What follows belongs to an exercise in optimizing a design on an open flow for small area, a short achievable clock period and few clock cycles per item; a production flow would make more cautious choices. Function was checked by simulation only, so behaviour that the tests miss may differ from the original. Power is estimated from default activity; no workload was simulated.

$ cat flow/config.mk
export PLATFORM = sky130hd
export DESIGN_NAME = conv_pool
export DESIGN_NICKNAME = conv_pool
export VERILOG_FILES = /design/flow/design.v
export SDC_FILE = /design/flow/constraint.sdc
export NUM_CORES = 4
export LEC_CHECK = 0
export CAP_MARGIN = 20
export CORE_MARGIN = 2
export CORE_UTILIZATION = 40
export SLEW_MARGIN = 20
$ cat flow/constraint.sdc
create_clock -name core_clock -period 10.0 [get_ports {clk}]
set_input_delay 2.0000 -clock core_clock [delete_from_list [all_inputs] [get_ports {clk}]]
set_output_delay 2.0000 -clock core_clock [all_outputs]
set_load 0.01 [all_outputs]
$ cat flow/design.v
module conv_pool (
	input  logic        clk,
	input  logic        rst_n,
	input  logic        enable,
	input  logic [7:0]  input_data,
	output logic        busy,
	input  logic        wb_cyc,
	input  logic        wb_stb,
	input  logic        wb_we,
	input  logic [3:0]  wb_adr,
	input  logic [7:0]  wb_dat_i,
	output logic        wb_ack,
	output logic [7:0]  wb_dat_o,
	output logic        res_wen,
	output logic [1:0]  res_addr,
	output logic [31:0] res_data,
	output logic [3:0]  res_bytemask,
	output logic        done
);
	logic       ack_q;
	logic [7:0] rdat_q;
	logic [3:0] w [9];
	logic [3:0] bias_q;
	logic [2:0] shift_q;
	logic [7:0] rdat;
	logic       access;
	assign access = wb_cyc && wb_stb && !ack_q;
	always_comb begin
		rdat = 8'h00;
		case (wb_adr)
			4'd0: rdat[3:0] = w[0];
			4'd1: rdat[3:0] = w[1];
			4'd2: rdat[3:0] = w[2];
			4'd3: rdat[3:0] = w[3];
			4'd4: rdat[3:0] = w[4];
			4'd5: rdat[3:0] = w[5];
			4'd6: rdat[3:0] = w[6];
			4'd7: rdat[3:0] = w[7];
			4'd8: rdat[3:0] = w[8];
			4'd9: rdat[3:0] = bias_q;
			4'd10: rdat[2:0] = shift_q;
			default: ;
		endcase
	end
	always_ff @(posedge clk) begin
		if (!rst_n) begin
			for (int i = 0; i < 9; i++) w[i] <= 4'd0;
			bias_q  <= 4'd0;
			shift_q <= 3'd0;
			ack_q   <= 1'b0;
		end else begin
			ack_q <= access;
			if (access && wb_we) begin
				for (int i = 0; i < 9; i++) begin
					if (wb_adr == 4'(i)) w[i] <= wb_dat_i[3:0];
				end
				if (wb_adr == 4'd9) bias_q <= wb_dat_i[3:0];
				if (wb_adr == 4'd10) shift_q <= wb_dat_i[2:0];
			end
		end
	end
	always_ff @(posedge clk) begin
		rdat_q <= rdat;
	end
	assign wb_ack   = ack_q;
	assign wb_dat_o = rdat_q;
	logic       run;
	logic       ld;
	logic [6:0] cnt;
	logic       done_q;
	logic       qv;        
	logic [5:0] qn;        
	always_ff @(posedge clk) begin
		if (!rst_n) begin
			run    <= 1'b0;
			ld     <= 1'b0;
			cnt    <= 7'd0;
			done_q <= 1'b0;
			qv     <= 1'b0;
		end else begin
			done_q <= run && (cnt == 7'd66);
			qv     <= run && (cnt >= 7'd1) && (cnt <= 7'd64);
			if (!run) begin
				cnt <= 7'd0;
				if (enable) begin
					run <= 1'b1;
					ld  <= 1'b1;
				end
			end else begin
				cnt <= cnt + 7'd1;
				if (cnt == 7'd63) ld <= 1'b0;
				if (done_q) run <= 1'b0;
			end
		end
	end
	always_ff @(posedge clk) begin
		qn <= 6'(cnt - 7'd1);
	end
	assign busy = !ld;
	assign done = done_q;
	logic signed [7:0]  sr [17];    
	logic signed [12:0] b0_q;       
	logic signed [13:0] b1_q;       
	logic signed [14:0] conv_q;     
	always_ff @(posedge clk) begin
		sr[0] <= input_data;
		for (int k = 1; k < 17; k++) sr[k] <= sr[k - 1];
	end
	function automatic logic signed [11:0] mul(input logic [3:0] a, input logic signed [7:0] p);
		mul = $signed(a) * p;
	endfunction
	always_ff @(posedge clk) begin
		b0_q   <= 13'($signed({bias_q, 2'b00})) + mul(w[0], sr[16]) + mul(w[1], sr[15]) + mul(w[2], sr[14]);
		b1_q   <= b0_q + mul(w[3], sr[9]) + mul(w[4], sr[8]) + mul(w[5], sr[7]);
		conv_q <= b1_q + mul(w[6], sr[2]) + mul(w[7], sr[1]) + mul(w[8], sr[0]);
	end
	logic signed [14:0] sh;
	logic signed [7:0]  q;
	logic signed [7:0]  mrun;
	logic signed [7:0]  colmax [3];
	logic signed [7:0]  cand;
	logic signed [7:0]  mx;
	logic [2:0]         cy, cx;     
	logic               cvalid;
	logic [1:0]         pc;         
	logic [3:0]         k;          
	logic        wen_q;
	logic [7:0]  out_q;
	logic [1:0]  addr_q;
	logic [3:0]  mask_q;
	assign cy     = qn[5:3] - 3'd2;
	assign cx     = qn[2:0] - 3'd2;
	assign cvalid = qv && (qn[5:4] != 2'd0) && (qn[2:1] != 2'd0);
	assign pc     = cx[2:1];
	assign k      = 4'(cy[2:1]) * 4'd3 + 4'(pc);
	always_comb begin
		sh = conv_q >>> shift_q;
		if (sh > 15'sd127) q = 8'sd127;
		else if (sh < -15'sd128) q = -8'sd128;
		else q = sh[7:0];
		if (!cx[0]) cand = cy[0] ? colmax[pc] : -8'sd128;
		else cand = mrun;
		mx = (q > cand) ? q : cand;
	end
	always_ff @(posedge clk) begin
		if (cvalid) begin
			if (!cx[0]) mrun <= mx;
			if (cx[0] && !cy[0]) colmax[pc] <= mx;
			if (cx[0] && cy[0]) begin
				out_q  <= mx;
				addr_q <= k[3:2];
			end
		end
	end
	always_ff @(posedge clk) begin
		if (!rst_n) begin
			wen_q  <= 1'b1;
			mask_q <= 4'hf;
		end else begin
			wen_q  <= !(cvalid && cx[0] && cy[0]);
			mask_q <= ~(4'b1000 >> k[1:0]);
		end
	end
	assign res_wen      = wen_q;
	assign res_addr     = addr_q;
	assign res_data     = {4{out_q}};
	assign res_bytemask = mask_q;
endmodule
$ cat flow/run.sh
#!/bin/bash
# synth_recipe.tcl (not shown) runs the flow's synth.tcl, then flattens the netlist and writes it again
# the make line also repeats each setting of config.mk as NAME=value (left out here)
make -C /OpenROAD-flow-scripts/flow DESIGN_CONFIG=/design/flow/config.mk WORK_HOME=/design/flow/orfs CLKGATE_MAP_FILE= SYNTH_SCRIPT=/design/flow/synth_recipe.tcl finish
==> impl_metrics.yaml <==
run_status:
  run_status: "no timing/DRC/antenna violations"
yosys:
  avgSynthCellArea_um2: 10.7
  synth.cell_area_um2: 21100
  async_flop_share: 0
  synth_top_area_share: 0.310
  synthTopCellsByArea: "fa_1 31%, dfxtp_1 23%, ha_1 7.6%, edfxtp_1 6.0%, inv_1 5.8%"
  yosysTopAreaCell: "fa_1"
  synth_edf_count: 42
  ys_seq_elements: 290
  seq_area_frac_synth: 0.295
  yosysUniqueCellTypes: 72
  syn_inst: 1969
  yosys_warnings: 3
  synthFlopType: "dfxtp_1"
setup_path:
  worst_ep_arrival_time_ns: 6.17
  reg2reg_to: "b1_q[13]$_DFF_P_"
  path_delay_family: "adder cells"
  critPathSlowestCell: "dfxtp_1"
  path_cells: "inv_1 > fa_1 > fa_1 > inv_1 > fa_1 > fa_1 > fa_1 > inv_1 > fa_1 > inv_1 > ha_1 > nand2_1 > o211ai_1 > a2111oi_2 > o31ai_1 > a21oi_1 > xnor2_1"
  path_buf_inv: 4
  worstSetupPathType: "flop to flop"
  crit_top_cell: "fa_1"
  reg2reg_from: "w[4][3]$_SDFFE_PN0P_"
  startpoint_type: "flop"
  r2r_cells: 17
  critPathRequiredTime_ns: 10.44
  crit_path_end_kind: "flop"
  cpPeakStageDelay_ns: 0.62
  worst-r2r-setup-slack_ns: 4.27
  worstPathMaxFanout: 9
hold_path:
  worstHoldEndpoint: "sr[7][2]$_DFF_P_"
  min_from: "sr[6][2]$_DFF_P_"
  holdPathStages: 0
  hold_path_class: "flop to flop"
sta:
  skew_ns: 0.0295
  setup_viol: 0
  min_period_ns: 5.73
  slew_viol_final: 0
  timing.fmax_mhz: 174
  finalHoldViolations: 0
  rsz0062_at_grt: "no"
  tightestPinTransition_ns: 0.887
  period_share: 0.573
  relSlewSlack: 0.407
  fin_setup_tns_ns: 0
  worst_slack_ns: 4.27
floorplanning:
  num_rows: 84
  start_util: 0.403
  pin_count: 76
  die_h_um: 234
  die_w_um: 234
  core_um2: 52400
  die-area_um2: 54700
layout:
  fin_util: 0.447
  drive_above_1_share: 0.0445
  final_cell_mix: "327 x inv_1, 327 x fa_1, 248 x dfxtp_1"
  area_delta_synth_final_pct: 11.0
  fin_nets: 2478
  nFillCells: 4831
  final_area_um2: 23500
cts:
  htree_levels: 2
  path_clk_slew_ns: 0.06
  numClockSinks: 290
  hold_buffers: 0
  clockBufferDepth: 3
  numCtsBuffers: 35
  root_buffer: "clkbuf_16"
  cts_tree: "done"
  clk_latency_ns: 0.54
  cts_resized: 0
  post_cts_buffers: 0
placed_design:
  dp_hpwl_um: 34700
  portBuffers: 67
  dpl_cell_area_um2: 22300
  pre_cts_ws_ns: 4.23
  gp_congestion: 0.822
power_and_ir_drop:
  powerDensity_nw_per_um2: 121
  p_total_mw: 2.85
  p_leak_nw: 11.1
  peakVddDrop_v: 0.0000896
global_route:
  antenna_found_initial: 1
  grt_pass1_wl_um: 72400
  track_usage: 0.166
  first_global_vias: 13732
  grt_max_degree: 54
  grt_overflow: 0
routing:
  num_vias: 12818
  wl_um: 42500
  viasPerCell: 4.72
  drt.antenna.violating_nets: 0
  wl_per_cell_um: 15.7
  drtIter0Drc: 581
  drc: 0
  drtPass1Iterations: 5
flow_run:
  max_cap_violations: 0
synth_stat cells, types with 42 or more instances:
library cell	instances
fa_1	327
clkbuf_1	43
nand2_1	157
mux2i_1	71
a21oi_1	42
xnor2_1	44
inv_1	327
nand2b_1	46
nor2b_1	47
edfxtp_1	42
ha_1	128
and2_1	128
dfxtp_1	248
nor2_1	80
kinds of logic after synthesis:
| family | Yosys count | synth area share |
|---|---|---|
| compound gates | 154 | 0.0497 |
| simple gates | 512 | 0.123 |
| other cells | 1 | 0.000177 |
| xor+xnor | 66 | 0.0274 |
| buf+inv | 412 | 0.0792 |
| fa+ha+maj | 455 | 0.386 |
| flops | 290 | 0.295 |
| mux | 79 | 0.0400 |
stage by stage:
stage / hold WS (ns) / std cells
finish: 0.303 / 2713
global route: 0.301 / 2713
CTS: 0.293 / 2712
detailed placement: 0.312 / 2648
global placement: 0.310 / 2648
floorplan: 0.310 / 1972
cell type report:
cell class	instances	area, um2	area share
Antenna cell	1	2.50	0.000107
Clock buffer	40	947	0.0404
Clock inverter	24	241	0.0103
Inverter	331	1240	0.0530
Multi-Input combinational cell	1270	13200	0.565
Sequential cell	290	6230	0.265
Tap cell	688	861	0.0367
Timing Repair Buffer	69	686	0.0292
power breakdown:
part | internal [mW] | switching (mW)
Combinational | 0.105 | 0.150
Clock | 0.770 | 0.531
Sequential | 1.25 | 0.0394
routing by layer:
metal	wire length [um]	global-route usage
met1	20000	0.236
met2	20300	0.271
met3	1560	0.0241
met4	680	0.0350
met5	0	0
state kept, by name (all words and copies together), names as in the netlist, 7 cells and up:
| signal | cells |
|---|---|
| sr | 136 |
| w | 36 |
| colmax | 24 |
| conv_q | 15 |
| b1_q | 14 |
| b0_q | 13 |
| mrun | 8 |
| out_q | 8 |
| cnt | 7 |
how the worst max path moves through the flow:
| stage | from | end | slack [ns] | cells past startpoint |
|---|---|---|---|---|
| after global placement | w[0][3]$_SDFFE_PN0P_ | b0_q[12]$_DFF_P_ | 4.27 | 17 |
| after detailed placement | w[0][3]$_SDFFE_PN0P_ | b0_q[11]$_DFF_P_ | 4.23 | 16 |
| final | w[4][3]$_SDFFE_PN0P_ | b1_q[13]$_DFF_P_ | 4.27 | 17 |
| after CTS | w[0][3]$_SDFFE_PN0P_ | b0_q[11]$_DFF_P_ | 4.19 | 16 |
| after floorplan | w[8][0]$_SDFFE_PN0P_ | conv_q[13]$_DFF_P_ | 4.87 | 19 |
| after global routing | w[0][3]$_SDFFE_PN0P_ | b0_q[11]$_DFF_P_ | 3.89 | 16 |
Testbench counts, summed over its fixed seeds: cycles 4,416, images 64.

[port drivers added, routing unchanged]
The results above use ideal ports. As a check the final layout listed here was re-extracted and re-timed, cells and wires unchanged. Step 1 assumes that a clkbuf_16 drives the clock port and a buf_2 every other input. Step 2 adds t to the input delays and takes it off the output delays; t is the mean of the earliest and latest rising clock arrival at the registers after step 1. Input paths then give back, and output paths get back, about the clock's delay inside the block. a / b / c = ideal ports / drivers / drivers and shift; a / b = the first two.
t, ns: 0.580
setup slack, ns: 4.268 / 4.268 / 4.268
worst setup path after step 2: register to register
cell pins on the clock port's net: 1
After both steps setup and hold are still met in this run. The setup slack of this run moves by 0.000 ns with the drivers and by 0.000 ns with both steps.
